This is an optimization exercise on Yosys and OpenROAD, whose aim is small area, a short achievable clock period and few clock cycles per item, not a production implementation.
In this exercise RTL edits were held to simulation tests only and were not proved equivalent to the original.

**flow/run.sh**
```bash
#!/bin/bash
# synth_recipe.tcl (not shown) runs the flow's synth.tcl, then flattens the netlist and writes it again
# the make line also repeats each setting of config.mk as NAME=value (left out here)
make -C /OpenROAD-flow-scripts/flow DESIGN_CONFIG=/design/flow/config.mk WORK_HOME=/design/flow/orfs CLKGATE_MAP_FILE= SYNTH_SCRIPT=/design/flow/synth_recipe.tcl finish
```
**flow/config.mk**
```make
export PLATFORM = sky130hd
export DESIGN_NAME = dehaze_top
export DESIGN_NICKNAME = dehaze_top
export VERILOG_FILES = /design/flow/design.v
export SDC_FILE = /design/flow/constraint.sdc
export NUM_CORES = 4
export LEC_CHECK = 0
export ABC_AREA = 1
export CAP_MARGIN = 20
export CORE_MARGIN = 2
export CORE_UTILIZATION = 65
export SETUP_SLACK_MARGIN = 4.5
export SLEW_MARGIN = 20
```
**flow/constraint.sdc**
```tcl
create_clock -name core_clock -period 10.0 [get_ports {clk}]
set_input_delay 2.0000 -clock core_clock [delete_from_list [all_inputs] [get_ports {clk}]]
set_output_delay 2.0000 -clock core_clock [all_outputs]
set_load 0.01 [all_outputs]
```
**flow/design.v**
```verilog
package dehaze_pkg;
    localparam int CH_W  = 8;
    localparam int Q_W   = 16;
    localparam int WIN_N = 9;
    localparam int T_MIN = 6554;
    localparam int RATIO_CLAMP = 65535 - T_MIN;
endpackage
`timescale 1ns/1ns
module csa #(
    parameter int W = 12
) (
    input  logic [W-1:0] a,
    input  logic [W-1:0] b,
    input  logic [W-1:0] c,
    output logic [W-1:0] s,
    output logic [W-1:0] cy
);
    logic [W-1:0] maj;
    assign s   = a ^ b ^ c;
    assign maj = (a & b) | (a & c) | (b & c);
    assign cy  = {maj[W-2:0], 1'b0};
endmodule
module sum9_cs (
    input  logic [71:0] x,
    output logic [11:0] ps,
    output logic [11:0] pc
);
    logic [8:0][11:0] v;
    logic [11:0] a0, a1, b0, b1, c0, c1;
    logic [11:0] d0, d1, e0, e1;
    logic [11:0] f0, f1;
    for (genvar k = 0; k < 9; k++) begin : g_ext
        assign v[k] = {4'd0, x[8*k +: 8]};
    end
    csa u_a (.a(v[0]), .b(v[1]), .c(v[2]), .s(a0), .cy(a1));
    csa u_b (.a(v[3]), .b(v[4]), .c(v[5]), .s(b0), .cy(b1));
    csa u_c (.a(v[6]), .b(v[7]), .c(v[8]), .s(c0), .cy(c1));
    csa u_d (.a(a0), .b(a1), .c(b0), .s(d0), .cy(d1));
    csa u_e (.a(b1), .b(c0), .c(c1), .s(e0), .cy(e1));
    csa u_f (.a(d0), .b(d1), .c(e0), .s(f0), .cy(f1));
    csa u_g (.a(f0), .b(f1), .c(e1), .s(ps), .cy(pc));
endmodule
module mean9 (
    input  logic [11:0] sum,
    output logic [7:0]  mean
);
    logic [17:0] scaled;
    assign scaled = {sum, 6'd0} - {3'd0, sum, 3'd0} + {6'd0, sum};
    assign mean   = scaled[16:9];
endmodule
module dark_select (
    input  logic [7:0]  m_r,
    input  logic [7:0]  m_g,
    input  logic [7:0]  m_b,
    input  logic [15:0] i_r,
    input  logic [15:0] i_g,
    input  logic [15:0] i_b,
    output logic [7:0]  m_sel,
    output logic [15:0] i_sel
);
    logic rg, rb, gb;
    assign rg = m_r <= m_g;
    assign rb = m_r <= m_b;
    assign gb = m_g <= m_b;
    always_comb begin
        if (rg && rb) begin
            m_sel = m_r;
            i_sel = i_r;
        end else if (gb) begin
            m_sel = m_g;
            i_sel = i_g;
        end else begin
            m_sel = m_b;
            i_sel = i_b;
        end
    end
endmodule
module trans_calc (
    input  logic [7:0]  m,
    input  logic [15:0] s,
    output logic [15:0] t
);
    logic [23:0] prod;
    assign prod = m * s;
    assign t = (prod >= 24'(dehaze_pkg::RATIO_CLAMP)) ? 16'(dehaze_pkg::T_MIN) : ~prod[15:0];
endmodule
`timescale 1ns/1ns
module record_fifo #(
    parameter int W = 24
) (
    input  logic         clk,
    input  logic         rst,
    input  logic         in_valid,
    output logic         in_ready,
    input  logic [W-1:0] in_data,
    output logic         out_valid,
    input  logic         out_ready,
    output logic [W-1:0] out_data
);
    assign in_ready = !out_valid || out_ready;
    always_ff @(posedge clk) begin
        if (rst) begin
            out_valid <= 1'b0;
        end else if (in_ready) begin
            out_valid <= in_valid;
        end
    end
    always_ff @(posedge clk) begin
        if (in_ready) begin
            out_data <= in_data;
        end
    end
endmodule
`timescale 1ns/1ns
module recip_lz (
    input  logic [15:0] t,
    output logic [1:0]  k
);
    always_comb begin
        if (t[15])      k = 2'd0;
        else if (t[14]) k = 2'd1;
        else if (t[13]) k = 2'd2;
        else            k = 2'd3;
    end
endmodule
module recip_norm (
    input  logic [15:0] t,
    input  logic [1:0]  k,
    output logic [15:0] tn
);
    always_comb begin
        case (k)
            2'd0:    tn = t;
            2'd1:    tn = {t[14:0], 1'b0};
            2'd2:    tn = {t[13:0], 2'b0};
            default: tn = {t[12:0], 3'b0};
        endcase
    end
endmodule
module recip_seed (
    input  logic [15:0] tn,
    output logic [12:0] qh
);
    logic [19:0] c0;
    logic [6:0]  c1;
    logic [19:0] q;
    always_comb begin
        case (tn[14:10])
            5'd0: begin c0 = 20'd524297; c1 = 7'd124; end
            5'd1: begin c0 = 20'd508415; c1 = 7'd117; end
            5'd2: begin c0 = 20'd493466; c1 = 7'd110; end
            5'd3: begin c0 = 20'd479372; c1 = 7'd104; end
            5'd4: begin c0 = 20'd466061; c1 = 7'd98; end
            5'd5: begin c0 = 20'd453468; c1 = 7'd93; end
            5'd6: begin c0 = 20'd441539; c1 = 7'd88; end
            5'd7: begin c0 = 20'd430221; c1 = 7'd84; end
            5'd8: begin c0 = 20'd419469; c1 = 7'd80; end
            5'd9: begin c0 = 20'd409241; c1 = 7'd76; end
            5'd10: begin c0 = 20'd399500; c1 = 7'd73; end
            5'd11: begin c0 = 20'd390212; c1 = 7'd69; end
            5'd12: begin c0 = 20'd381346; c1 = 7'd66; end
            5'd13: begin c0 = 20'd372875; c1 = 7'd63; end
            5'd14: begin c0 = 20'd364771; c1 = 7'd61; end
            5'd15: begin c0 = 20'd357012; c1 = 7'd58; end
            5'd16: begin c0 = 20'd349577; c1 = 7'd56; end
            5'd17: begin c0 = 20'd342445; c1 = 7'd53; end
            5'd18: begin c0 = 20'd335598; c1 = 7'd51; end
            5'd19: begin c0 = 20'd329020; c1 = 7'd49; end
            5'd20: begin c0 = 20'd322694; c1 = 7'd48; end
            5'd21: begin c0 = 20'd316607; c1 = 7'd46; end
            5'd22: begin c0 = 20'd310746; c1 = 7'd44; end
            5'd23: begin c0 = 20'd305098; c1 = 7'd43; end
            5'd24: begin c0 = 20'd299651; c1 = 7'd41; end
            5'd25: begin c0 = 20'd294396; c1 = 7'd40; end
            5'd26: begin c0 = 20'd289322; c1 = 7'd38; end
            5'd27: begin c0 = 20'd284420; c1 = 7'd37; end
            5'd28: begin c0 = 20'd279681; c1 = 7'd36; end
            5'd29: begin c0 = 20'd275097; c1 = 7'd35; end
            5'd30: begin c0 = 20'd270662; c1 = 7'd34; end
            5'd31: begin c0 = 20'd266367; c1 = 7'd33; end
            default: begin c0 = 20'd0; c1 = 7'd0; end
        endcase
    end
    assign q  = c0 - {13'd0, c1} * {13'd0, tn[9:3]};
    assign qh = q[19:7];
endmodule
module recip_shift (
    input  logic [12:0] qh,
    input  logic [1:0]  k,
    output logic [11:0] rs
);
    always_comb begin
        case (k)
            2'd0:    rs = 12'(qh >> 3);
            2'd1:    rs = 12'(qh >> 2);
            2'd2:    rs = 12'(qh >> 1);
            default: rs = 12'(qh);
        endcase
    end
endmodule
module recip_fix (
    input  logic [11:0] rs,
    input  logic [15:0] tn,
    output logic        over
);
    logic [16:0] m;
    assign m    = {5'd0, rs} * {1'd0, tn};
    assign over = !m[16] && (|m[15:0]);
endmodule
module recover_mul (
    input  logic [7:0]  d,
    input  logic [11:0] rs,
    input  logic        over,
    output logic [11:0] p
);
    logic [19:0] prod;
    assign prod = 20'(d) * 20'(rs) - (over ? 20'(d) : 20'd0);
    assign p    = prod[19:8];
endmodule
module recover_ch (
    input  logic [7:0]  a,
    input  logic [11:0] p,
    input  logic        below,
    output logic [7:0]  y
);
    logic [7:0] mag;
    logic [8:0] sum;
    assign mag = (|p[11:8]) ? 8'hff : p[7:0];
    assign sum = {1'b0, a} + {1'b0, mag ^ {8{below}}} + {8'd0, below};
    always_comb begin
        if (below) y = sum[8] ? sum[7:0] : 8'h00;
        else       y = sum[8] ? 8'hff : sum[7:0];
    end
endmodule
`timescale 1ns/1ns
module dehaze_top (
    input  logic         clk,
    input  logic         rst,
    input  logic         in_valid,
    output logic         in_ready,
    input  logic [215:0] window,
    input  logic [23:0]  atm,
    input  logic [47:0]  atm_inv,
    output logic         out_valid,
    input  logic         out_ready,
    output logic [23:0]  out_pixel
);
    logic adv;
    logic [71:0] chan_r, chan_g, chan_b;
    logic [11:0] ps_r, pc_r, ps_g, pc_g, ps_b, pc_b;
    logic [11:0] sum_r, sum_g, sum_b;
    for (genvar k = 0; k < 9; k++) begin : g_chan
        assign chan_r[8*k +: 8] = window[24*k + 16 +: 8];
        assign chan_g[8*k +: 8] = window[24*k + 8 +: 8];
        assign chan_b[8*k +: 8] = window[24*k +: 8];
    end
    sum9_cs u_sr (.x(chan_r), .ps(ps_r), .pc(pc_r));
    sum9_cs u_sg (.x(chan_g), .ps(ps_g), .pc(pc_g));
    sum9_cs u_sb (.x(chan_b), .ps(ps_b), .pc(pc_b));
    logic [47:0] sinv_c;
    for (genvar c = 0; c < 3; c++) begin : g_sinv
        assign sinv_c[16*c +: 16] = atm_inv[16*c +: 16] - {4'd0, atm_inv[16*c+4 +: 12]};
    end
    assign sum_r = ps_r + pc_r;
    assign sum_g = ps_g + pc_g;
    assign sum_b = ps_b + pc_b;
    logic        v1;
    logic [11:0] s1_sum_r, s1_sum_g, s1_sum_b;
    logic [47:0] s1_sinv;
    logic [23:0] s1_ctr;
    logic [23:0] s1_atm;
    logic [7:0]  mean_r, mean_g, mean_b;
    logic [7:0]  m_sel;
    logic [15:0] i_sel;
    mean9 u_mr (.sum(s1_sum_r), .mean(mean_r));
    mean9 u_mg (.sum(s1_sum_g), .mean(mean_g));
    mean9 u_mb (.sum(s1_sum_b), .mean(mean_b));
    dark_select u_sel (
        .m_r(mean_r), .m_g(mean_g), .m_b(mean_b),
        .i_r(s1_sinv[15:0]), .i_g(s1_sinv[31:16]), .i_b(s1_sinv[47:32]),
        .m_sel(m_sel), .i_sel(i_sel)
    );
    logic        v2;
    logic [7:0]  s2_m;
    logic [15:0] s2_i;
    logic [23:0] s2_ctr;
    logic [23:0] s2_atm;
    logic [15:0] trans;
    logic [1:0]  tk;
    logic [15:0] tn;
    trans_calc u_tc (.m(s2_m), .s(s2_i), .t(trans));
    recip_lz   u_lz (.t(trans), .k(tk));
    recip_norm u_nm (.t(trans), .k(tk), .tn(tn));
    logic        v3;
    logic [15:0] s3_tn;
    logic [1:0]  s3_k;
    logic [23:0] s3_ctr;
    logic [23:0] s3_atm;
    logic [12:0] qh;
    logic [23:0] cdist;
    logic [2:0]  below;
    recip_seed u_rs (.tn(s3_tn), .qh(qh));
    for (genvar c = 0; c < 3; c++) begin : g_dist
        assign below[c]       = s3_ctr[8*c +: 8] < s3_atm[8*c +: 8];
        assign cdist[8*c +: 8] = below[c] ? s3_atm[8*c +: 8] - s3_ctr[8*c +: 8]
                                          : s3_ctr[8*c +: 8] - s3_atm[8*c +: 8];
    end
    logic        v4;
    logic [15:0] s4_tn;
    logic [1:0]  s4_k;
    logic [12:0] s4_qh;
    logic [23:0] s4_d;
    logic [2:0]  s4_below;
    logic [23:0] s4_atm;
    logic [11:0] rseed;
    logic        over;
    recip_shift u_sh (.qh(s4_qh), .k(s4_k), .rs(rseed));
    recip_fix   u_rf (.rs(rseed), .tn(s4_tn), .over(over));
    logic        v5;
    logic [11:0] s5_rs;
    logic        s5_over;
    logic [23:0] s5_d;
    logic [2:0]  s5_below;
    logic [23:0] s5_atm;
    logic [35:0] offp;
    for (genvar c = 0; c < 3; c++) begin : g_mag
        recover_mul u_mg (.d(s5_d[8*c +: 8]), .rs(s5_rs), .over(s5_over), .p(offp[12*c +: 12]));
    end
    logic        v6;
    logic [35:0] s6_p;
    logic [2:0]  s6_below;
    logic [23:0] s6_atm;
    logic [23:0] rec_pix;
    for (genvar c = 0; c < 3; c++) begin : g_rec
        recover_ch u_rc (
            .a(s6_atm[8*c +: 8]), .p(s6_p[12*c +: 12]), .below(s6_below[c]),
            .y(rec_pix[8*c +: 8])
        );
    end
    record_fifo #(.W(24)) u_out (
        .clk       (clk),
        .rst       (rst),
        .in_valid  (v6),
        .in_ready  (adv),
        .in_data   (rec_pix),
        .out_valid (out_valid),
        .out_ready (out_ready),
        .out_data  (out_pixel)
    );
    assign in_ready = adv;
    always_ff @(posedge clk) begin
        if (rst) begin
            v1 <= 1'b0;
            v2 <= 1'b0;
            v3 <= 1'b0;
            v4 <= 1'b0;
            v5 <= 1'b0;
            v6 <= 1'b0;
        end else if (adv) begin
            v1 <= in_valid;
            v2 <= v1;
            v3 <= v2;
            v4 <= v3;
            v5 <= v4;
            v6 <= v5;
        end
    end
    always_ff @(posedge clk) begin
        if (adv) begin
            s1_sum_r <= sum_r;
            s1_sum_g <= sum_g;
            s1_sum_b <= sum_b;
            s1_sinv  <= sinv_c;
            s1_ctr   <= window[24*4 +: 24];
            s1_atm   <= atm;
            s2_m     <= m_sel;
            s2_i     <= i_sel;
            s2_ctr   <= s1_ctr;
            s2_atm   <= s1_atm;
            s3_tn    <= tn;
            s3_k     <= tk;
            s3_ctr   <= s2_ctr;
            s3_atm   <= s2_atm;
            s4_tn    <= s3_tn;
            s4_k     <= s3_k;
            s4_qh    <= qh;
            s4_d     <= cdist;
            s4_below <= below;
            s4_atm   <= s3_atm;
            s5_rs    <= rseed;
            s5_over  <= over;
            s5_d     <= s4_d;
            s5_below <= s4_below;
            s5_atm   <= s4_atm;
            s6_p     <= offp;
            s6_below <= s5_below;
            s6_atm   <= s5_atm;
        end
    end
endmodule
```
==> results of run 1 <==
==> through the flow <==
stage                     instances  util, %
final                          7081     80.5
after global routing           7080     80.5
after CTS                      6952     77.3
after detailed placement       6655     71.4
after global placement         6655     71.4
after floorplan                5400        -
==> worst register-to-register path: cells and delay by family, from the launching register on <==
family / cells / cell delay (ns)
adder cells (fa/ha/maj): 6 / 2.63
AND/OR/NAND/NOR: 22 / 2.35
buffers and inverters: 7 / 0.61
flip-flops: 1 / 0.46
AO/OA/AOI/OAI: 1 / 0.20
==> layout by cell type, fill, tap and decap left out, drive strengths merged, types with 7 or more instances in the layout <==
cell and n:
a211oi 12, a21o 13, a21oi 262, a31oi 13
buf 327, bufinv 9, clkbuf 80, clkdlybuf4s50 186
clkinv 21, clkinvlp 8, dfxtp 34, dlygate4sd2 21
dlymetal6s2s 94, edfxtp 503, fa 587, ha 507
inv 1336, mux2i 9, nand2 1161, nand3 108
nand4 29, nor2 199, nor3 14, o211ai 7
o21ai 154, o21bai 28, o221ai 15, o22ai 7
or2 16, xnor2 69, xor2 169
==> repair_timing <==
action | CTS | global route
endpoints found under the setup margin | 91 | 92
pin swaps | 185 | 315
gates resized for setup | 322 | 473
gates cloned | 6 | 6
setup buffers | 181 | 122
==> kinds of logic after synthesis <==
kind of cell / after synthesis
DFF: 537
other: 1
AOI/OAI and AO/OA: 537
muxes: 9
adders and majority gates: 1094
buffers and inverters: 1453
and+or+nand+nor: 1531
xor gates and xnor gates: 238
==> worst paths after layout <==
check                           startpoint          to  slack, ns  cells after the start
worst max register to register     s2_m[2]  u_rs.c1[2]       3.67                     36
worst min register to register    s4_d[14]    s5_d[14]       0.41                      0
worst max-delay path               s2_m[2]  u_rs.c1[2]       3.67                     36
worst min-delay path              s4_d[14]    s5_d[14]       0.41                      0
==> sequential cells by signal, indices dropped and copies added, names as in the netlist, 16 cells and up <==
name            flops
s3_ctr             24
s2_i               16
s6_p               36
s3_atm             24
s5_atm             24
s2_ctr             24
s1_ctr             24
u_rs.c0            20
s6_atm             24
u_out.out_data     24
s1_atm             24
s2_atm             24
s5_d               24
s4_tn              16
s1_sinv            48
s3_tn              16
s4_atm             24
s4_d               24
==> routing by layer <==
metal | wire, um | vias to the layer above
met2 | 63900 | 1394
li1 | - | 17929
met3 | 6900 | 398
met5 | 12 | -
met4 | 4860 | 2
met1 | 46800 | 18705
==> area by class of cell <==
cell class              instances  area [sq um]  area share (%)
diodes                          1          2.50         0.00402
clock buffers                  69          1560            2.50
clock inverters                41           522           0.838
inverters                    1330          5100            8.20
multi-input cells            3416         31700            50.9
flip-flops and latches        537         15800            25.4
well taps                    1040          1300            2.09
repair buffers                644          6250            10.0
repair inverters                3          25.0          0.0402
==> Yosys cell counts (all sizes together), types with 28 or more instances <==
cell type,number,share of area [%]
ha,507,12
nand3,108,1.1
inv,1328,9.8
xnor2,69,1.2
clkbuf,99,0.74
a21oi,262,2.6
nor2,199,1.5
xor2,169,2.9
o21ai,154,1.5
nand4,29,0.36
edfxtp,503,30
fa,587,23
o21bai,28,0.41
nand2,1155,8.7
dfxtp,34,1.3
==> impl_metrics.env, run 1 <==
export IMPL_synth_distinct_cells=56
export IMPL_die_h_um=283
export IMPL_slew_limit_headroom_pct=32.8
export IMPL_cpLargestDelayFamily="adder cells"
export IMPL_holdCritPathClass="reg -> reg"
export IMPL_track_usage_pct=29.1
export IMPL_vias=38428
export IMPL_cts_hold_buf=0
export IMPL_io_pins=318
export IMPL_wl_per_cell_um=17.3
export IMPL_placed_area_sq_um=55200
export IMPL_outcome="finished clean"
export IMPL_grt_pass1_wl_um=190000
export IMPL_design_area_sq_um=62200
export IMPL_cts_root_buf="clkbuf_16"
export IMPL_vias_per_cell=5.43
export IMPL_synth_seq_cells=537
export IMPL_ys_warn_count=8
export IMPL_fmax_mhz=158
export IMPL_finalSetupViolations=0
export IMPL_synth_simple_area_share_pct=12.2
export IMPL_gp_congestion=0.938
export IMPL_clock_path_buffers=3
export IMPL_cts_buffers_inserted=60
export IMPL_antenna_found_initial=5
export IMPL_drive_gt1_share_pct=16.1
export IMPL_cp_arrival_ns=6.85
export IMPL_grtUsageMet2_pct=53.4
export IMPL_postRouteWirelength_um=122000
export IMPL_worstPathRequired_ns=10.52
export IMPL_tritoncts="built"
export IMPL_synthXorXnorAreaFrac_pct=4.11
export IMPL_rsz0062_at_grt="yes"
export IMPL_syn_area_per_cell_sq_um=9.40
export IMPL_synth_main_ff_cell="edfxtp_1"
export IMPL_synth_top_family_by_area="adder cells"
export IMPL_drc=0
export IMPL_antenna_left=0
export IMPL_insertion_delay_ns=0.65
export IMPL_synth_area_sq_um=50800
export IMPL_grt_busiest_layer="met2"
export IMPL_yosysSeqAreaShare_pct=31.1
export IMPL_cpMaxStageDelayCell="fa_1"
export IMPL_dp_slack_ns=3.08
export IMPL_grt_use_met3_pct=3.01
export IMPL_setup_slack_ns=3.67
export IMPL_grt_pass1_vias=39355
export IMPL_dieArea_sq_um=80300
export IMPL_drtIter0Drc=2631
export IMPL_async_flop_share_pct=0
export IMPL_final_hold_violation_count=0
export IMPL_grt_util_met1_pct=36.2
export IMPL_fin_skew_ns=0.0238
export IMPL_maxCapViolations=0
export IMPL_grt_max_degree=85
export IMPL_cpPeakStageDelay_ns=0.52
export IMPL_synth_area_mux_share_pct=0.177
export IMPL_area_growth_pct=22.6
export IMPL_numPortBuffers=317
export IMPL_cts_sinks=537
export IMPL_die_w_um=283
export IMPL_path_max_fanout=7
export IMPL_hold_ws_ns=0.409
export IMPL_synth_edf_count=503
export IMPL_start_util_pct=65.6
export IMPL_dr_pass1_iters=7
export IMPL_critPathCaptureType="register"
export IMPL_slew_viol_final=0
export IMPL_dp_hpwl_um=86400
export IMPL_syn_nets=6786
export IMPL_finalSetupTns_ns=0
export IMPL_htreeDepth=2
export IMPL_clk_pin_slew_ns=0.06
export IMPL_start_kind="register"
export IMPL_crit_type="reg -> reg"
export IMPL_nets=7378
export IMPL_synth_adder_area_share_pct=35.6
export IMPL_period_minus_slack_ns=6.33
export IMPL_fp_row_count=102
export IMPL_coreArea_sq_um=77300
export IMPL_synth_compound_area_share_pct=5.95
export IMPL_worst_slew_pin_slew_ns=1.01
export IMPL_n_fill_cell=4886
export IMPL_overflow=0
export IMPL_fin_crit_sh_pct=63.3
export IMPL_critPathBufInv=7
export IMPL_netlist_instances=5400
export IMPL_cp_common_cell="nand2_1"
Testbench counts, summed over its fixed seeds: cycles 2,456, items 2,400.
==> inputs of run 2 (changes only) <==
--- a/flow/design.v
+++ b/flow/design.v
@@ -80,7 +80,29 @@
     input  logic [15:0] s,
-    output logic [15:0] t
+    output logic [15:0] tn,
+    output logic [1:0]  k
 );
-    logic [23:0] prod;
-    assign prod = m * s;
-    assign t = (prod >= 24'(dehaze_pkg::RATIO_CLAMP)) ? 16'(dehaze_pkg::T_MIN) : ~prod[15:0];
+    logic [18:0] low;
+    logic [7:0]  hi_bit;
+    logic        clamp;
+    logic [15:0] t_raw;
+    logic [15:0] tn_raw;
+    logic [1:0]  k_raw;
+    assign low = ({19{m[0]}} & {3'd0, s})
+               + ({19{m[1]}} & {3'd0, s[14:0], 1'd0})
+               + ({19{m[2]}} & {3'd0, s[13:0], 2'd0})
+               + ({19{m[3]}} & {3'd0, s[12:0], 3'd0})
+               + ({19{m[4]}} & {3'd0, s[11:0], 4'd0})
+               + ({19{m[5]}} & {3'd0, s[10:0], 5'd0})
+               + ({19{m[6]}} & {3'd0, s[9:0], 6'd0})
+               + ({19{m[7]}} & {3'd0, s[8:0], 7'd0});
+    assign hi_bit[0] = 1'b0;
+    for (genvar i = 1; i < 8; i++) begin : g_hi
+        assign hi_bit[i] = m[i] && (|s[15:16-i]);
+    end
+    assign clamp = (|hi_bit) || (low >= 19'(dehaze_pkg::RATIO_CLAMP));
+    assign t_raw = ~low[15:0];
+    recip_lz   u_lz (.t(t_raw), .k(k_raw));
+    recip_norm u_nm (.t(t_raw), .k(k_raw), .tn(tn_raw));
+    assign tn = clamp ? 16'(dehaze_pkg::T_MIN * 8) : tn_raw;
+    assign k  = clamp ? 2'd3 : k_raw;
 endmodule
@@ -88,3 +110,4 @@
 module record_fifo #(
-    parameter int W = 24
+    parameter int W     = 24,
+    parameter int DEPTH = 7
 ) (
@@ -92,4 +115,5 @@
     input  logic         rst,
+    input  logic         take,
+    output logic         can_take,
     input  logic         in_valid,
-    output logic         in_ready,
     input  logic [W-1:0] in_data,
@@ -99,8 +123,35 @@
 );
-    assign in_ready = !out_valid || out_ready;
+    logic [W-1:0] mem [DEPTH];
+    logic [$clog2(DEPTH)-1:0]   wr_ptr;
+    logic [$clog2(DEPTH)-1:0]   rd_ptr;
+    logic [$clog2(DEPTH+1)-1:0] count;
+    logic [$clog2(DEPTH+1)-1:0] owed;
+    logic                       pop;
+    assign pop       = out_valid && out_ready;
+    assign can_take  = (owed != DEPTH) || pop;
+    assign out_valid = count != 0;
+    assign out_data  = mem[rd_ptr];
     always_ff @(posedge clk) begin
         if (rst) begin
-            out_valid <= 1'b0;
-        end else if (in_ready) begin
-            out_valid <= in_valid;
+            wr_ptr <= '0;
+            rd_ptr <= '0;
+            count  <= '0;
+            owed   <= '0;
+        end else begin
+            if (in_valid) begin
+                wr_ptr <= (wr_ptr == DEPTH - 1) ? '0 : wr_ptr + 1'b1;
+            end
+            if (pop) begin
+                rd_ptr <= (rd_ptr == DEPTH - 1) ? '0 : rd_ptr + 1'b1;
+            end
+            case ({in_valid, pop})
+                2'b10:   count <= count + 1'b1;
+                2'b01:   count <= count - 1'b1;
+                default: count <= count;
+            endcase
+            case ({take, pop})
+                2'b10:   owed <= owed + 1'b1;
+                2'b01:   owed <= owed - 1'b1;
+                default: owed <= owed;
+            endcase
         end
@@ -108,4 +159,4 @@
     always_ff @(posedge clk) begin
-        if (in_ready) begin
-            out_data <= in_data;
+        if (in_valid) begin
+            mem[wr_ptr] <= in_data;
         end
@@ -247,3 +298,3 @@
 );
-    logic adv;
+    logic take;
     logic [71:0] chan_r, chan_g, chan_b;
@@ -287,8 +338,5 @@
     logic [23:0] s2_atm;
-    logic [15:0] trans;
     logic [1:0]  tk;
     logic [15:0] tn;
-    trans_calc u_tc (.m(s2_m), .s(s2_i), .t(trans));
-    recip_lz   u_lz (.t(trans), .k(tk));
-    recip_norm u_nm (.t(trans), .k(tk), .tn(tn));
+    trans_calc u_tc (.m(s2_m), .s(s2_i), .tn(tn), .k(tk));
     logic        v3;
@@ -301,3 +349,5 @@
     logic [2:0]  below;
-    recip_seed u_rs (.tn(s3_tn), .qh(qh));
+    logic [11:0] rseed;
+    recip_seed  u_rs (.tn(s3_tn), .qh(qh));
+    recip_shift u_sh (.qh(qh), .k(s3_k), .rs(rseed));
     for (genvar c = 0; c < 3; c++) begin : g_dist
@@ -309,4 +359,3 @@
     logic [15:0] s4_tn;
-    logic [1:0]  s4_k;
-    logic [12:0] s4_qh;
+    logic [11:0] s4_rs;
     logic [23:0] s4_d;
@@ -314,6 +363,4 @@
     logic [23:0] s4_atm;
-    logic [11:0] rseed;
     logic        over;
-    recip_shift u_sh (.qh(s4_qh), .k(s4_k), .rs(rseed));
-    recip_fix   u_rf (.rs(rseed), .tn(s4_tn), .over(over));
+    recip_fix   u_rf (.rs(s4_rs), .tn(s4_tn), .over(over));
     logic        v5;
@@ -339,7 +386,8 @@
     end
-    record_fifo #(.W(24)) u_out (
+    record_fifo #(.W(24), .DEPTH(7)) u_out (
         .clk       (clk),
         .rst       (rst),
+        .take      (take),
+        .can_take  (in_ready),
         .in_valid  (v6),
-        .in_ready  (adv),
         .in_data   (rec_pix),
@@ -349,3 +397,3 @@
     );
-    assign in_ready = adv;
+    assign take = in_valid && in_ready;
     always_ff @(posedge clk) begin
@@ -358,4 +406,4 @@
             v6 <= 1'b0;
-        end else if (adv) begin
-            v1 <= in_valid;
+        end else begin
+            v1 <= take;
             v2 <= v1;
@@ -368,3 +416,3 @@
     always_ff @(posedge clk) begin
-        if (adv) begin
+        begin
             s1_sum_r <= sum_r;
@@ -384,4 +432,3 @@
             s4_tn    <= s3_tn;
-            s4_k     <= s3_k;
-            s4_qh    <= qh;
+            s4_rs    <= rseed;
             s4_d     <= cdist;
@@ -389,3 +436,3 @@
             s4_atm   <= s3_atm;
-            s5_rs    <= rseed;
+            s5_rs    <= s4_rs;
             s5_over  <= over;
--- a/flow/config.mk
+++ b/flow/config.mk
@@ -10,3 +10,3 @@
 export CORE_MARGIN = 2
-export CORE_UTILIZATION = 65
+export CORE_UTILIZATION = 55
 export SETUP_SLACK_MARGIN = 4.5
==> run 2 against run 1 <==
Effect of this change:
- via count decreased by 1.4%
- first-iteration DRC count down 22%
- cell area down 2.7%
- cell count increased by 6.2%
- critical path depth down 7
- die area is 20% higher
- clock-buffer cell count is 29 higher
- still clean on timing, DRC and antenna
- non-clock buffer count down 225
==> impl_metrics.env, run 2 <==
export IMPL_outcome="finished clean"
export IMPL_worst_slew_pin_slew_ns=0.980
export IMPL_synth_area_leaders="fa_1, dfxtp_1, ha_1"
export IMPL_layout_common_cells="inv_1, nand2_1, fa_1"
export IMPL_fp_row_count=112
export IMPL_clk_pin_slew_ns=0.07
export IMPL_synth_main_ff_cell="dfxtp_1"
export IMPL_dp_slack_ns=3.77
export IMPL_path_max_fanout=7
export IMPL_critPathCaptureType="register"
export IMPL_ys_top_cells_by_count="inv_1, nand2_1, fa_1"
export IMPL_overflow=0
export IMPL_dp_cells=7290
export IMPL_postRouteWirelength_um=117000
export IMPL_synth_distinct_cells=62
export IMPL_fmax_mhz=182
export IMPL_drc=0
export IMPL_track_usage_pct=24.5
export IMPL_setup_slack_ns=4.49
export IMPL_highest_layer="met4"
export IMPL_yosysTopAreaCell="fa_1"
export IMPL_synth_edf_count=168
export IMPL_cts_hold_buf=0
export IMPL_dp_hpwl_um=90300
export IMPL_n_antenna_cell=0
export IMPL_synth_top_area_share_pct=22.2
export IMPL_synth_most_common_cell="inv_1"
export IMPL_final_hold_violation_count=0
export IMPL_htreeDepth=3
export IMPL_grt_max_degree=74
export IMPL_ys_warn_count=8
export IMPL_syn_area_per_cell_sq_um=8.85
export IMPL_clock_path_buffers=3
export IMPL_cts_buffers_inserted=78
export IMPL_largest_reg_flops=168
export IMPL_vias=37871
export IMPL_coreArea_sq_um=93300
export IMPL_largestRegisters="u_out.mem: 168 flops, s1_sinv: 48 flops, s6_p: 36 flops"
export IMPL_finalSetupViolations=0
export IMPL_yosysSeqAreaShare_pct=30.0
export IMPL_syn_nets=7209
export IMPL_grt_pass1_vias=38783
export IMPL_netlist_instances=5857
export IMPL_drtIter0Drc=2052
export IMPL_start_kind="register"
export IMPL_fin_cells=7519
export IMPL_antenna_left=0
export IMPL_dr_wl_met2_um=57500
export IMPL_cp_common_cell="nand2_1"
export IMPL_met1Wirelength_um=52000
export IMPL_io_pins=318
export IMPL_tritoncts="built"
export IMPL_numPortBuffers=317
export IMPL_cts_sinks=692
export IMPL_die_w_um=311
export IMPL_finalSetupTns_ns=0
export IMPL_slew_viol_final=0
export IMPL_fin_skew_ns=0.0198
export IMPL_cp_arrival_ns=5.99
export IMPL_maxCapViolations=0
export IMPL_area_growth_pct=16.8
export IMPL_regMostFlops="u_out.mem"
export IMPL_drive_gt1_share_pct=9.19
export IMPL_cpPeakStageDelay_ns=0.54
export IMPL_vias_per_cell=5.04
export IMPL_synth_seq_cells=692
export IMPL_wl_per_cell_um=15.6
export IMPL_holdCritPathClass="reg -> reg"
export IMPL_period_minus_slack_ns=5.51
export IMPL_insertion_delay_ns=0.66
export IMPL_cpMaxStageDelayCell="fa_1"
export IMPL_rsz0062_at_grt="yes"
export IMPL_synth_area_sq_um=51800
export IMPL_gp_congestion=0.891
export IMPL_slew_limit_headroom_pct=34.7
export IMPL_nets=7554
export IMPL_hold_ws_ns=0.315
export IMPL_antenna_found_initial=1
export IMPL_async_flop_share_pct=0
export IMPL_start_util_pct=55.5
export IMPL_dieArea_sq_um=96700
export IMPL_route_met3_wl_um=4880
export IMPL_grt_pass1_wl_um=194000
export IMPL_dr_pass1_iters=6
export IMPL_fin_crit_sh_pct=55.1
export IMPL_crit_type="reg -> reg"
export IMPL_worstPathRequired_ns=10.49
export IMPL_die_h_um=311
export IMPL_cts_root_buf="clkbuf_16"
-- run 2: critical path: cells and delay by family (launching register included) --
kind | cells | cell delay (ns)
fa+ha+maj | 6 | 2.58
simple gates | 14 | 1.32
compound gates | 4 | 0.52
flops | 1 | 0.41
buf+inv | 4 | 0.28
xor+xnor | 1 | 0.23
-- run 2: through the flow --
| stage | utilization [%] | instance area [sq um] |
|---|---|---|
| 3_3_place_gp | 60.2 | 56200 |
| 5_1_grt | 64.9 | 60500 |
| 4_1_cts | 63.5 | 59300 |
| 6_report | 64.9 | 60500 |
| 3_5_place_dp | 60.2 | 56200 |
| 2_1_floorplan | - | 51900 |
-- run 2: layer usage --
metal / vias up / GRT usage [%]
li1: 18784 / -
met1: 18091 / 32.3
met2: 815 / 42.6
met3: 181 / 2.73
met4: 0 / 7.08
met5: - / 0
-- run 2: final timing paths --
check,endpoint,cells past startpoint,slack (ns),start
setup / recovery,s4_rs[9],29,4.49,u_rs.c1[2]
hold / removal,s4_tn[15],0,0.31,s3_tn[15]
setup reg to reg,s4_rs[9],29,4.49,u_rs.c1[2]
hold reg to reg,s4_tn[15],0,0.31,s3_tn[15]
-- run 2: final cells by class --
type                       instances  area [sq um]
sequential                       692         15700
clock inverter                    45           478
fill                            8123         32800
inverter                        1245          4710
timing repair inverter             2          10.0
timing repair buffer             419          4120
clock buffer                      98          2160
multi-input combinational       3764         31800
tap                             1254          1570
-- run 2: cell families (layout without fill, tap and decap cells) --
family          count (synthesis)  count (layout)  share of synthesized area, %
compound gates                689             689                          7.46
xor+xnor                      229             229                          3.87
fa+ha+maj                    1060            1060                          33.9
buf+inv                      1404            1809                          10.3
flops                         692             692                          30.0
mux                             7               7                         0.135
other cells                     1               1                       0.00724
simple gates                 1775            1778                          14.3
-- run 2: timing repair --
action	CTS	global route
pin swaps	32	158
setup endpoints to repair	40	77
resized for setup	91	274
buffers inserted	30	50
gates cloned	1	4
Testbench counts of run 2, summed over its fixed seeds: cycles 2,456, items 2,400.
==> inputs of run 3 (changes only) <==
--- a/flow/config.mk
+++ b/flow/config.mk
@@ -10,4 +10,4 @@
 export CORE_MARGIN = 2
-export CORE_UTILIZATION = 55
-export SETUP_SLACK_MARGIN = 4.5
+export CORE_UTILIZATION = 50
+export SETUP_SLACK_MARGIN = 4.0
 export SLEW_MARGIN = 20
==> run 3 against run 2 <==
Effect of this change:
- worst setup slack worse by 0.24 ns
- still clean
- register-to-register slack got worse by 0.21 ns
- largest cell class unchanged
- global-route usage decreased by 2.5 points
- highest routed layer unchanged
==> impl_metrics.env, run 3 <==
export IMPL_final_hold_violation_count=0
export IMPL_synth_most_common_cell="inv_1"
export IMPL_drc=0
export IMPL_cts_sinks=692
export IMPL_path_max_fanout=2
export IMPL_worstPathRequired_ns=10.58
export IMPL_netlist_instances=5857
export IMPL_grt_pass1_wl_um=191000
export IMPL_holdCritPathClass="reg -> reg"
export IMPL_period_minus_slack_ns=5.75
export IMPL_start_kind="input port"
export IMPL_fin_skew_ns=0.0321
export IMPL_start_util_pct=50.2
export IMPL_vias_per_cell=4.93
export IMPL_rsz0062_at_grt="yes"
export IMPL_synth_seq_cells=692
export IMPL_multi_input_area_sq_um=31100
export IMPL_cts_root_buf="clkbuf_16"
export IMPL_clk_pin_slew_ns=0.06
export IMPL_slew_viol_final=0
export IMPL_track_usage_pct=22.0
export IMPL_htreeDepth=3
export IMPL_cp_arrival_ns=6.33
export IMPL_worst_slew_pin_slew_ns=1.05
export IMPL_area_growth_pct=14.5
export IMPL_critPathCaptureType="register"
export IMPL_overflow=0
export IMPL_synth_edf_count=168
export IMPL_finalSetupTns_ns=0
export IMPL_io_pins=318
export IMPL_syn_area_per_cell_sq_um=8.85
export IMPL_regMostFlops="u_out.mem"
export IMPL_layout_common_cells="inv_1, nand2_1, fa_1"
export IMPL_yosysSeqAreaShare_pct=30.0
export IMPL_ys_top_cells_by_count="inv_1, nand2_1, fa_1"
export IMPL_ff_latch_area_sq_um=15600
export IMPL_synth_top_area_share_pct=22.2
export IMPL_nets=7489
export IMPL_fp_row_count=118
export IMPL_slew_limit_headroom_pct=29.8
export IMPL_synth_area_leaders="fa_1, dfxtp_1, ha_1"
export IMPL_synth_area_sq_um=51800
export IMPL_finalSetupViolations=0
export IMPL_postRouteWirelength_um=114000
export IMPL_numPortBuffers=317
export IMPL_coreArea_sq_um=103000
export IMPL_largestRegisters="u_out.mem: 168 flops, s1_sinv: 48 flops, s6_p: 36 flops"
export IMPL_outcome="finished clean"
export IMPL_maxCapViolations=0
export IMPL_cts_buffers_inserted=79
export IMPL_antenna_left=0
export IMPL_design_area_sq_um=59300
export IMPL_clock_path_buffers=3
export IMPL_antenna_found_initial=2
export IMPL_die_w_um=326
export IMPL_yosysTopAreaCell="fa_1"
export IMPL_drive_gt1_share_pct=5.42
export IMPL_tritoncts="built"
export IMPL_ys_warn_count=8
export IMPL_syn_nets=7209
export IMPL_synth_main_ff_cell="dfxtp_1"
export IMPL_dieArea_sq_um=106000
export IMPL_n_fill_cell=9323
export IMPL_synth_distinct_cells=62
export IMPL_fmax_mhz=174
export IMPL_vias=37389
export IMPL_gp_congestion=0.893
export IMPL_insertion_delay_ns=0.66
export IMPL_drtIter0Drc=1956
export IMPL_largest_reg_flops=168
export IMPL_die_h_um=326
export IMPL_n_antenna_cell=0
export IMPL_dp_hpwl_um=90300
export IMPL_async_flop_share_pct=0
export IMPL_wl_per_cell_um=15.0
export IMPL_grt_max_degree=74
export IMPL_fin_crit_sh_pct=57.5
export IMPL_layout_commonest_cell="inv_1"
export IMPL_grt_pass1_vias=38840
export IMPL_placed_area_sq_um=56200
export IMPL_dr_pass1_iters=6
export IMPL_crit_type="in -> reg"
==> run 3: logic make-up after synthesis <==
logic type / after synthesis / share of synthesized area, %
buffers and inverters: 1404 / 10.3
AO/OA/AOI/OAI: 689 / 7.46
AND/OR/NAND/NOR: 1775 / 14.3
adder cells (fa/ha/maj): 1060 / 33.9
XOR/XNOR: 229 / 3.87
multiplexers: 7 / 0.135
other: 1 / 0.00724
flip-flops: 692 / 30.0
==> run 3: worst paths after layout <==
kind              start           end  slack (ns)  depth (start not counted)
min             s4_d[0]       s5_d[0]        0.31                          0
max          window[98]  s1_sum_b[10]        4.25                         20
max reg2reg     s2_i[9]    u_rs.c1[3]        4.28                         25
min reg2reg     s4_d[0]       s5_d[0]        0.31                          0
==> run 3: critical path: stages <==
cell and delay, ns:
clkdlybuf4s50_1 0.47, inv_1 0.06, fa_1 0.50, inv_1 0.05
fa_1 0.53, inv_1 0.05, fa_1 0.47, inv_1 0.05
fa_1 0.48, ha_1 0.17, inv_1 0.06, fa_1 0.45
o21ai_0 0.30, a21oi_1 0.11, inv_1 0.06, a21oi_1 0.08
inv_1 0.06, a21oi_1 0.05, o21ai_0 0.19, xor2_1 0.15
==> run 3: area by class of cell <==
cell class	instances	area share (%)
Tap cell	1380	2.91
Clock inverter	48	0.909
Multi-Input combinational cell	3762	52.4
Inverter	1245	7.89
Clock buffer	96	3.70
Timing Repair Buffer	357	5.86
Sequential cell	692	26.3
==> run 3: repair_timing <==
item | CTS | global route
cloned | 0 | 1
resized for setup | 7 | 68
setup endpoints to repair | 23 | 36
buffers inserted | 0 | 23
pin swaps | 0 | 26
hold buffers | 0 | 0
==> run 3: per-layer routing <==
metal / vias up / wire length, um / GRT usage (%)
met5: - / 0 / 0
met4: 0 / 3310 / 7.19
met3: 187 / 4610 / 2.80
met2: 666 / 56100 / 38.6
met1: 17880 / 50000 / 28.2
li1: 18656 / - / -
==> run 3: metrics by stage <==
stage                     setup WS [ns]  cells  utilization [%]  hold slack (ns)
after detailed placement           3.55   7412             54.5            0.312
after global placement             3.55   7411             54.5            0.310
after floorplan                    4.25   5857                -            0.310
after CTS                          4.05   7556             57.2            0.313
after global routing               3.93   7580             57.5            0.315
final                              4.25   7580             57.5            0.310
==> inputs of run 4 (changes only) <==
--- a/flow/design.v
+++ b/flow/design.v
@@ -260,11 +260,19 @@
 endmodule
-module recover_mul (
+module recover_mag (
     input  logic [7:0]  d,
-    input  logic [11:0] rs,
-    input  logic        over,
-    output logic [11:0] p
+    input  logic [11:0] r,
+    output logic [7:0]  mag
 );
-    logic [19:0] prod;
-    assign prod = 20'(d) * 20'(rs) - (over ? 20'(d) : 20'd0);
-    assign p    = prod[19:8];
+    logic [18:0] low;
+    logic        hi;
+    assign low = ({19{d[0]}} & {7'd0, r})
+               + ({19{d[1]}} & {6'd0, r, 1'd0})
+               + ({19{d[2]}} & {5'd0, r, 2'd0})
+               + ({19{d[3]}} & {4'd0, r, 3'd0})
+               + ({19{d[4]}} & {3'd0, r, 4'd0})
+               + ({19{d[5]}} & {3'd0, r[10:0], 5'd0})
+               + ({19{d[6]}} & {3'd0, r[9:0], 6'd0})
+               + ({19{d[7]}} & {3'd0, r[8:0], 7'd0});
+    assign hi  = (d[5] && r[11]) || (d[6] && (|r[11:10])) || (d[7] && (|r[11:9]));
+    assign mag = (hi || (|low[18:16])) ? 8'hff : low[15:8];
 endmodule
@@ -272,3 +280,3 @@
     input  logic [7:0]  a,
-    input  logic [11:0] p,
+    input  logic [7:0]  mag,
     input  logic        below,
@@ -276,5 +284,3 @@
 );
-    logic [7:0] mag;
     logic [8:0] sum;
-    assign mag = (|p[11:8]) ? 8'hff : p[7:0];
     assign sum = {1'b0, a} + {1'b0, mag ^ {8{below}}} + {8'd0, below};
@@ -364,6 +370,9 @@
     logic        over;
+    logic [11:0] rs_less;
+    logic [11:0] recip;
     recip_fix   u_rf (.rs(s4_rs), .tn(s4_tn), .over(over));
+    assign rs_less = s4_rs - 12'd1;
+    assign recip   = over ? rs_less : s4_rs;
     logic        v5;
-    logic [11:0] s5_rs;
-    logic        s5_over;
+    logic [11:0] s5_r;
     logic [23:0] s5_d;
@@ -371,8 +380,8 @@
     logic [23:0] s5_atm;
-    logic [35:0] offp;
+    logic [23:0] mag;
     for (genvar c = 0; c < 3; c++) begin : g_mag
-        recover_mul u_mg (.d(s5_d[8*c +: 8]), .rs(s5_rs), .over(s5_over), .p(offp[12*c +: 12]));
+        recover_mag u_mg (.d(s5_d[8*c +: 8]), .r(s5_r), .mag(mag[8*c +: 8]));
     end
     logic        v6;
-    logic [35:0] s6_p;
+    logic [23:0] s6_mag;
     logic [2:0]  s6_below;
@@ -382,3 +391,3 @@
         recover_ch u_rc (
-            .a(s6_atm[8*c +: 8]), .p(s6_p[12*c +: 12]), .below(s6_below[c]),
+            .a(s6_atm[8*c +: 8]), .mag(s6_mag[8*c +: 8]), .below(s6_below[c]),
             .y(rec_pix[8*c +: 8])
@@ -436,4 +445,3 @@
             s4_atm   <= s3_atm;
-            s5_rs    <= s4_rs;
-            s5_over  <= over;
+            s5_r     <= recip;
             s5_d     <= s4_d;
@@ -441,3 +449,3 @@
             s5_atm   <= s4_atm;
-            s6_p     <= offp;
+            s6_mag   <= mag;
             s6_below <= s5_below;
--- a/flow/config.mk
+++ b/flow/config.mk
@@ -10,4 +10,4 @@
 export CORE_MARGIN = 2
-export CORE_UTILIZATION = 50
-export SETUP_SLACK_MARGIN = 4.0
+export CORE_UTILIZATION = 55
+export SETUP_SLACK_MARGIN = 4.5
 export SLEW_MARGIN = 20
==> run 4 against run 3 <==
Effect of this change:
- die area fell by 12%
- synthesized cell count fell by 2.8%
- clock-buffer cell count fell by 6
- critical path type is now reg -> reg
- critical endpoint is now s4_rs[8]
- highest routed layer unchanged
==> impl_metrics.env, run 4 <==
export IMPL_grt_max_degree=74
export IMPL_synth_edf_count=168
export IMPL_synth_seq_cells=679
export IMPL_synth_area_leaders="fa_1, dfxtp_1, ha_1"
export IMPL_crit_type="reg -> reg"
export IMPL_grt_use_met3_pct=3.49
export IMPL_path_max_fanout=4
export IMPL_layout_common_cells="nand2_1, inv_1, fa_1"
export IMPL_drc=0
export IMPL_syn_area_per_cell_sq_um=8.77
export IMPL_coreArea_sq_um=90000
export IMPL_n_antenna_cell=0
export IMPL_finalSetupTns_ns=0
export IMPL_ys_warn_count=8
export IMPL_largestRegisters="u_out.mem: 168 flops, s1_sinv: 48 flops"
export IMPL_reg2reg_from="s3_tn[4]"
export IMPL_numPortBuffers=317
export IMPL_largest_reg_flops=168
export IMPL_gp_congestion=0.929
export IMPL_yosysTopAreaCell="fa_1"
export IMPL_antenna_found_initial=2
export IMPL_setup_slack_ns=4.40
export IMPL_tritoncts="built"
export IMPL_maxCapViolations=0
export IMPL_fp_row_count=110
export IMPL_wl_per_cell_um=15.8
export IMPL_nets=7308
export IMPL_die_h_um=305
export IMPL_n_fill_cell=7538
export IMPL_cp_startpoint="s3_tn[4]"
export IMPL_placed_area_sq_um=54000
export IMPL_period_minus_slack_ns=5.60
export IMPL_drtIter0Drc=2450
export IMPL_worstPathRequired_ns=10.48
export IMPL_grt_pass1_wl_um=187000
export IMPL_start_util_pct=55.5
export IMPL_slew_limit_headroom_pct=26.8
export IMPL_layout_commonest_cell="nand2_1"
export IMPL_yosysSeqAreaShare_pct=30.6
export IMPL_min_from="s5_atm[7]"
export IMPL_critPathCaptureType="register"
export IMPL_cp_common_cell="nand2_2"
export IMPL_area_growth_pct=18.0
export IMPL_postRouteWirelength_um=115000
export IMPL_clk_pin_slew_ns=0.07
export IMPL_synth_distinct_cells=61
export IMPL_overflow=0
export IMPL_synth_most_common_cell="nand2_1"
export IMPL_fin_crit_sh_pct=56.0
export IMPL_drive_gt1_share_pct=10.3
export IMPL_fin_skew_ns=0.0256
export IMPL_synth_area_sq_um=49900
export IMPL_antenna_left=0
export IMPL_synth_main_ff_cell="dfxtp_1"
export IMPL_insertion_delay_ns=0.63
export IMPL_htreeDepth=3
export IMPL_io_pins=318
export IMPL_holdCritPathClass="reg -> reg"
export IMPL_grt_pass1_vias=37718
export IMPL_dr_pass1_iters=6
export IMPL_worst_slew_pin_slew_ns=1.10
export IMPL_slew_viol_final=0
export IMPL_grtUsageMet2_pct=43.0
export IMPL_rsz0062_at_grt="yes"
export IMPL_vias=37073
export IMPL_cts_buffers_inserted=72
export IMPL_start_kind="register"
export IMPL_vias_per_cell=5.09
export IMPL_synth_top_area_share_pct=22.3
export IMPL_track_usage_pct=24.7
export IMPL_cpPeakStageDelay_ns=0.52
export IMPL_dieArea_sq_um=93200
export IMPL_die_w_um=305
export IMPL_dp_hpwl_um=86100
export IMPL_grt_util_met1_pct=32.2
export IMPL_ys_top_cells_by_count="nand2_1, inv_1, fa_1"
export IMPL_clock_path_buffers=3
export IMPL_fmax_mhz=179
export IMPL_cts_sinks=679
export IMPL_dp_slack_ns=3.56
export IMPL_cts_root_buf="clkbuf_16"
export IMPL_final_hold_violation_count=0
export IMPL_cp_arrival_ns=6.08
export IMPL_outcome="finished clean"
export IMPL_netlist_instances=5693
export IMPL_finalSetupViolations=0
export IMPL_syn_nets=6947
export IMPL_hold_ws_ns=0.305
export IMPL_cpMaxStageDelayCell="fa_1"
export IMPL_design_area_sq_um=58900
export IMPL_grt_busiest_layer="met2"
export IMPL_async_flop_share_pct=0
export IMPL_regMostFlops="u_out.mem"
## run 4: changes by cell type after synthesis, moves of 13 or more
cell     delta
o21ai_0    -21
a31oi_1    +14
fa_1       -18
ha_1       -80
inv_1      -29
nand3_1    +27
dfxtp_1    -13
nor2_1     -31
## run 4: final cells by class
cell class	instances	area (sq um)	share of cell area, %
Clock buffer	90	1950	3.31
Timing Repair inverter	2	12.5	0.0212
Timing Repair Buffer	454	4460	7.57
Inverter	1205	4540	7.71
Clock inverter	36	429	0.729
Sequential cell	679	15400	26.1
Multi-Input combinational cell	3640	30600	52.0
Tap cell	1176	1470	2.50
## run 4: final timing paths
| check | end | slack (ns) | cells past startpoint |
|---|---|---|---|
| max | s4_rs[8] | 4.40 | 34 |
| min | s6_atm[7] | 0.30 | 0 |
| max reg2reg | s4_rs[8] | 4.40 | 34 |
| min reg2reg | s6_atm[7] | 0.30 | 0 |
## run 4: per-layer routing
layer	up-vias	wire length [um]
met2	920	56400
met4	0	2820
met3	185	5640
met1	17711	50100
li1	18257	-
met5	-	0
## run 4: cell families (layout without fill, tap and decap cells)
group	after synthesis	after routing	share of synthesized area, %
multiplexers	10	10	0.200
XOR/XNOR	235	235	4.15
adder cells (fa/ha/maj)	962	962	32.5
AND/OR/NAND/NOR	1751	1754	14.4
other	1	1	0.00751
buffers and inverters	1377	1787	10.5
flip-flops	679	679	30.6
AO/OA/AOI/OAI	678	678	7.61
## run 4: repair_timing
| action | CTS | global route |
|---|---|---|
| pin swaps | 51 | 208 |
| hold buffers | 0 | 0 |
| gates cloned | 3 | 2 |
| setup endpoints to repair | 61 | 110 |
| buffers inserted | 48 | 74 |
| gates resized for setup | 149 | 331 |
## run 4: per-stage QoR
stage	utilization, %	instances
after floorplan	-	5693
after global placement	60.0	7029
after detailed placement	60.0	7029
after CTS	63.6	7206
after global routing	65.4	7282
final	65.4	7282
## run 4: worst max-delay path, delay by kind of cell, from the launching register on
kind                       cells  cell delay (ns)
adders and majority gates      6             2.56
and+or+nand+nor               12             0.98
buffers and inverters          9             0.60
AOI/OAI and AO/OA              5             0.51
xor gates and xnor gates       2             0.45
DFF                            1             0.36
Testbench counts of run 4, summed over its fixed seeds: cycles 2,456, items 2,400.
==> inputs of run 5 (changes only) <==
--- a/flow/design.v
+++ b/flow/design.v
@@ -111,3 +111,3 @@
     parameter int W     = 24,
-    parameter int DEPTH = 7
+    parameter int DEPTH = 8
 ) (
@@ -123,26 +123,32 @@
 );
-    logic [W-1:0] mem [DEPTH];
-    logic [$clog2(DEPTH)-1:0]   wr_ptr;
-    logic [$clog2(DEPTH)-1:0]   rd_ptr;
-    logic [$clog2(DEPTH+1)-1:0] count;
+    localparam int MEM_N = DEPTH - 1;
+    logic [W-1:0] mem [MEM_N];
+    logic [$clog2(MEM_N)-1:0]   wr_ptr;
+    logic [$clog2(MEM_N)-1:0]   rd_ptr;
+    logic [$clog2(MEM_N+1)-1:0] count;
     logic [$clog2(DEPTH+1)-1:0] owed;
     logic                       pop;
+    logic                       head_free;
+    logic                       from_mem;
+    logic                       to_mem;
+    assign can_take  = owed != DEPTH;
     assign pop       = out_valid && out_ready;
-    assign can_take  = (owed != DEPTH) || pop;
-    assign out_valid = count != 0;
-    assign out_data  = mem[rd_ptr];
+    assign head_free = !out_valid || pop;
+    assign from_mem  = head_free && (count != 0);
+    assign to_mem    = in_valid && !(head_free && (count == 0));
     always_ff @(posedge clk) begin
         if (rst) begin
-            wr_ptr <= '0;
-            rd_ptr <= '0;
-            count  <= '0;
-            owed   <= '0;
+            wr_ptr    <= '0;
+            rd_ptr    <= '0;
+            count     <= '0;
+            owed      <= '0;
+            out_valid <= 1'b0;
         end else begin
-            if (in_valid) begin
-                wr_ptr <= (wr_ptr == DEPTH - 1) ? '0 : wr_ptr + 1'b1;
+            if (to_mem) begin
+                wr_ptr <= (wr_ptr == MEM_N - 1) ? '0 : wr_ptr + 1'b1;
             end
-            if (pop) begin
-                rd_ptr <= (rd_ptr == DEPTH - 1) ? '0 : rd_ptr + 1'b1;
+            if (from_mem) begin
+                rd_ptr <= (rd_ptr == MEM_N - 1) ? '0 : rd_ptr + 1'b1;
             end
-            case ({in_valid, pop})
+            case ({to_mem, from_mem})
                 2'b10:   count <= count + 1'b1;
@@ -156,2 +162,5 @@
             endcase
+            if (head_free) begin
+                out_valid <= (count != 0) || in_valid;
+            end
         end
@@ -159,5 +168,8 @@
     always_ff @(posedge clk) begin
-        if (in_valid) begin
+        if (to_mem) begin
             mem[wr_ptr] <= in_data;
         end
+        if (head_free) begin
+            out_data <= (count != 0) ? mem[rd_ptr] : in_data;
+        end
     end
@@ -395,3 +407,3 @@
     end
-    record_fifo #(.W(24), .DEPTH(7)) u_out (
+    record_fifo #(.W(24), .DEPTH(8)) u_out (
         .clk       (clk),
==> run 5 against run 4 <==
Effect of this change:
- maximum frequency about the same
- synthesized cell count up 2.8%
- worst setup slack worse by 0.0031 ns
- wire length up 1.7%
- die area up 2.5%
- non-clock buffer count down 12
- register-to-register slack about the same
- first-iteration DRC count down 17%
- cell area up 1.7%
- critical path type unchanged
==> impl_metrics.env, run 5 <==
export IMPL_clock_path_buffers=3
export IMPL_wl_per_cell_um=15.6
export IMPL_area_growth_pct=17.0
export IMPL_gp_congestion=0.901
export IMPL_htreeDepth=3
export IMPL_synthXorXnorAreaFrac_pct=3.90
export IMPL_rsz0062_at_grt="yes"
export IMPL_nets=7454
export IMPL_path_max_fanout=6
export IMPL_dr_pass1_iters=6
export IMPL_regMostFlops="u_out.mem"
export IMPL_synth_top_area_share_pct=21.8
export IMPL_netlist_instances=5855
export IMPL_die_h_um=309
export IMPL_syn_area_per_cell_sq_um=8.74
export IMPL_hold_ws_ns=0.306
export IMPL_n_fill_cell=7896
export IMPL_cpPeakStageDelay_ns=0.55
export IMPL_yosysSeqAreaShare_pct=31.3
export IMPL_largestRegisters="u_out.mem: 168 flops, s1_sinv: 48 flops"
export IMPL_fp_row_count=111
export IMPL_cp_startpoint="s3_tn[4]"
export IMPL_min_from="s2_ctr[22]"
export IMPL_coreArea_sq_um=91900
export IMPL_clk_pin_slew_ns=0.06
export IMPL_synth_most_common_cell="nand2_1"
export IMPL_largest_reg_flops=168
export IMPL_drc=0
export IMPL_cp_arrival_ns=6.15
export IMPL_numPortBuffers=317
export IMPL_synth_area_leaders="fa_1, dfxtp_1, edfxtp_1"
export IMPL_holdCritPathClass="reg -> reg"
export IMPL_cts_root_buf="clkbuf_16"
export IMPL_die_w_um=309
export IMPL_syn_nets=7112
export IMPL_synth_adder_area_share_pct=31.8
export IMPL_yosysTopAreaCell="fa_1"
export IMPL_fin_cells=7502
export IMPL_insertion_delay_ns=0.67
export IMPL_drive_gt1_share_pct=8.87
export IMPL_antenna_found_initial=4
export IMPL_critPathCaptureType="register"
export IMPL_synth_edf_count=192
export IMPL_cpMaxStageDelayCell="fa_1"
export IMPL_async_flop_share_pct=0
export IMPL_placed_area_sq_um=55500
export IMPL_grt_max_degree=74
export IMPL_synth_main_ff_cell="dfxtp_1"
export IMPL_slew_limit_headroom_pct=25.4
export IMPL_worstPathRequired_ns=10.54
export IMPL_synth_compound_area_share_pct=7.10
export IMPL_dieArea_sq_um=95500
export IMPL_synth_area_sq_um=51200
export IMPL_cts_buffers_inserted=75
export IMPL_finalSetupTns_ns=0
export IMPL_grt_pass1_vias=38472
export IMPL_synth_seq_cells=705
export IMPL_io_pins=318
export IMPL_final_hold_violation_count=0
export IMPL_overflow=0
export IMPL_reg2reg_from="s3_tn[4]"
export IMPL_ys_top_cells_by_count="nand2_1, inv_1, fa_1"
export IMPL_design_area_sq_um=59900
export IMPL_tritoncts="built"
export IMPL_outcome="finished clean"
export IMPL_vias_per_cell=5.06
export IMPL_ys_warn_count=8
export IMPL_finalSetupViolations=0
export IMPL_vias=37924
export IMPL_slew_viol_final=0
export IMPL_maxCapViolations=0
export IMPL_setup_slack_ns=4.40
export IMPL_dp_hpwl_um=87600
export IMPL_synth_distinct_cells=61
export IMPL_layout_common_cells="nand2_1, inv_1, fa_1"
export IMPL_period_minus_slack_ns=5.60
export IMPL_synth_area_mux_share_pct=0.332
export IMPL_synth_simple_area_share_pct=15.1
export IMPL_start_kind="register"
export IMPL_synth_top_family_by_area="adder cells"
export IMPL_drtIter0Drc=2041
export IMPL_antenna_left=0
export IMPL_dp_cells=7258
export IMPL_start_util_pct=55.7
export IMPL_layout_commonest_cell="nand2_1"
export IMPL_postRouteWirelength_um=117000
export IMPL_fmax_mhz=178
export IMPL_fin_crit_sh_pct=56.0
export IMPL_cts_sinks=705
export IMPL_fin_skew_ns=0.0411
export IMPL_grt_pass1_wl_um=190000
export IMPL_track_usage_pct=24.7
export IMPL_dp_slack_ns=3.38
export IMPL_worst_slew_pin_slew_ns=1.11
export IMPL_crit_type="reg -> reg"
==> run 5: through the flow <==
step	utilization, %
floorplan	-
global placement	60.3
detailed placement	60.3
CTS	63.8
global route	65.1
finish	65.1
==> run 5: routing by layer <==
metal	GRT usage [%]	part of all wire [%]	vias up
met5	0	0.011	-
li1	-	-	18770
met2	43.6	49	872
met1	32.1	43	18104
met3	3.49	4.7	176
met4	5.87	2.3	2
==> run 5: what timing repair did <==
item / 4_1_cts / 5_1_grt
hold buffers: 0 / 0
buffers inserted: 43 / 59
cloned: 2 / 0
pin swaps: 38 / 114
resized for setup: 120 / 264
endpoints found under the setup margin: 58 / 71
==> run 5: layout make-up <==
type	count	area (sq um)	area share, %
antenna	2	5.00	0.00836
clock buffer	92	2020	3.37
clock inverter	45	503	0.840
inverter	1239	4670	7.80
multi-input combinational	3734	30700	51.2
sequential	705	16200	27.0
tap	1243	1560	2.60
timing repair buffer	442	4310	7.19
==> run 5: kinds of logic after synthesis <==
kind of cell / after synthesis
compound gates: 648
xor+xnor: 228
fa+ha+maj: 965
buf+inv: 1418
flops: 705
mux: 17
other cells: 1
simple gates: 1873
==> run 5: critical path, delay by kind of cell, from the launching register on <==
kind,cells,cell delay (ns)
adders and majority gates,6,2.64
AOI/OAI and AO/OA,4,0.48
buffers and inverters,8,0.54
and+or+nand+nor,13,1.21
DFF,1,0.37
xor gates and xnor gates,1,0.25
==> run 5: worst paths after layout <==
check	end	slack (ns)	depth (start not counted)
worst min-delay path	s3_ctr[22]	0.31	0
worst max register to register	s4_rs[8]	4.40	32
worst max-delay path	s4_rs[8]	4.40	32
worst min register to register	s3_ctr[22]	0.31	0
Testbench counts of run 5, summed over its fixed seeds: cycles 2,456, items 2,400.

static timing again, ports no longer ideal:
In the flow no input, the clock included, has a driving cell. The finished layouts below were timed again as built, in two steps.
Step 1: set_driving_cell puts a clkbuf_16 on clk and a buf_2 on each other input, an assumption about the parent block.
Step 2 moves the port delays by t, midway between the first and last clock arrival at a register: inputs arrive t later, outputs are due t later. That takes back most of the time a late clock gives input paths.
Three values: no drivers, after step 1, after step 2; two values: the first two.
run	t (ns)	setup WS [ns]	worst hold slack (ns)
run 1	0.710	3.669 / 3.669 / 3.669	0.409 / 0.409 / 0.409
run 2	0.718	4.492 / 4.458 / 3.944	0.315 / 0.315 / 0.315
run 3	0.721	4.252 / 4.281 / 3.585	0.310 / 0.310 / 0.310
run 4	0.689	4.399 / 4.399 / 3.915	0.305 / 0.305 / 0.305
run 5	0.722	4.395 / 4.395 / 3.933	0.306 / 0.306 / 0.306
After both steps every run listed still meets setup and hold. For run 3, which loses most, drivers alone change the setup slack by +0.029 ns; drivers and shift together by -0.667 ns.
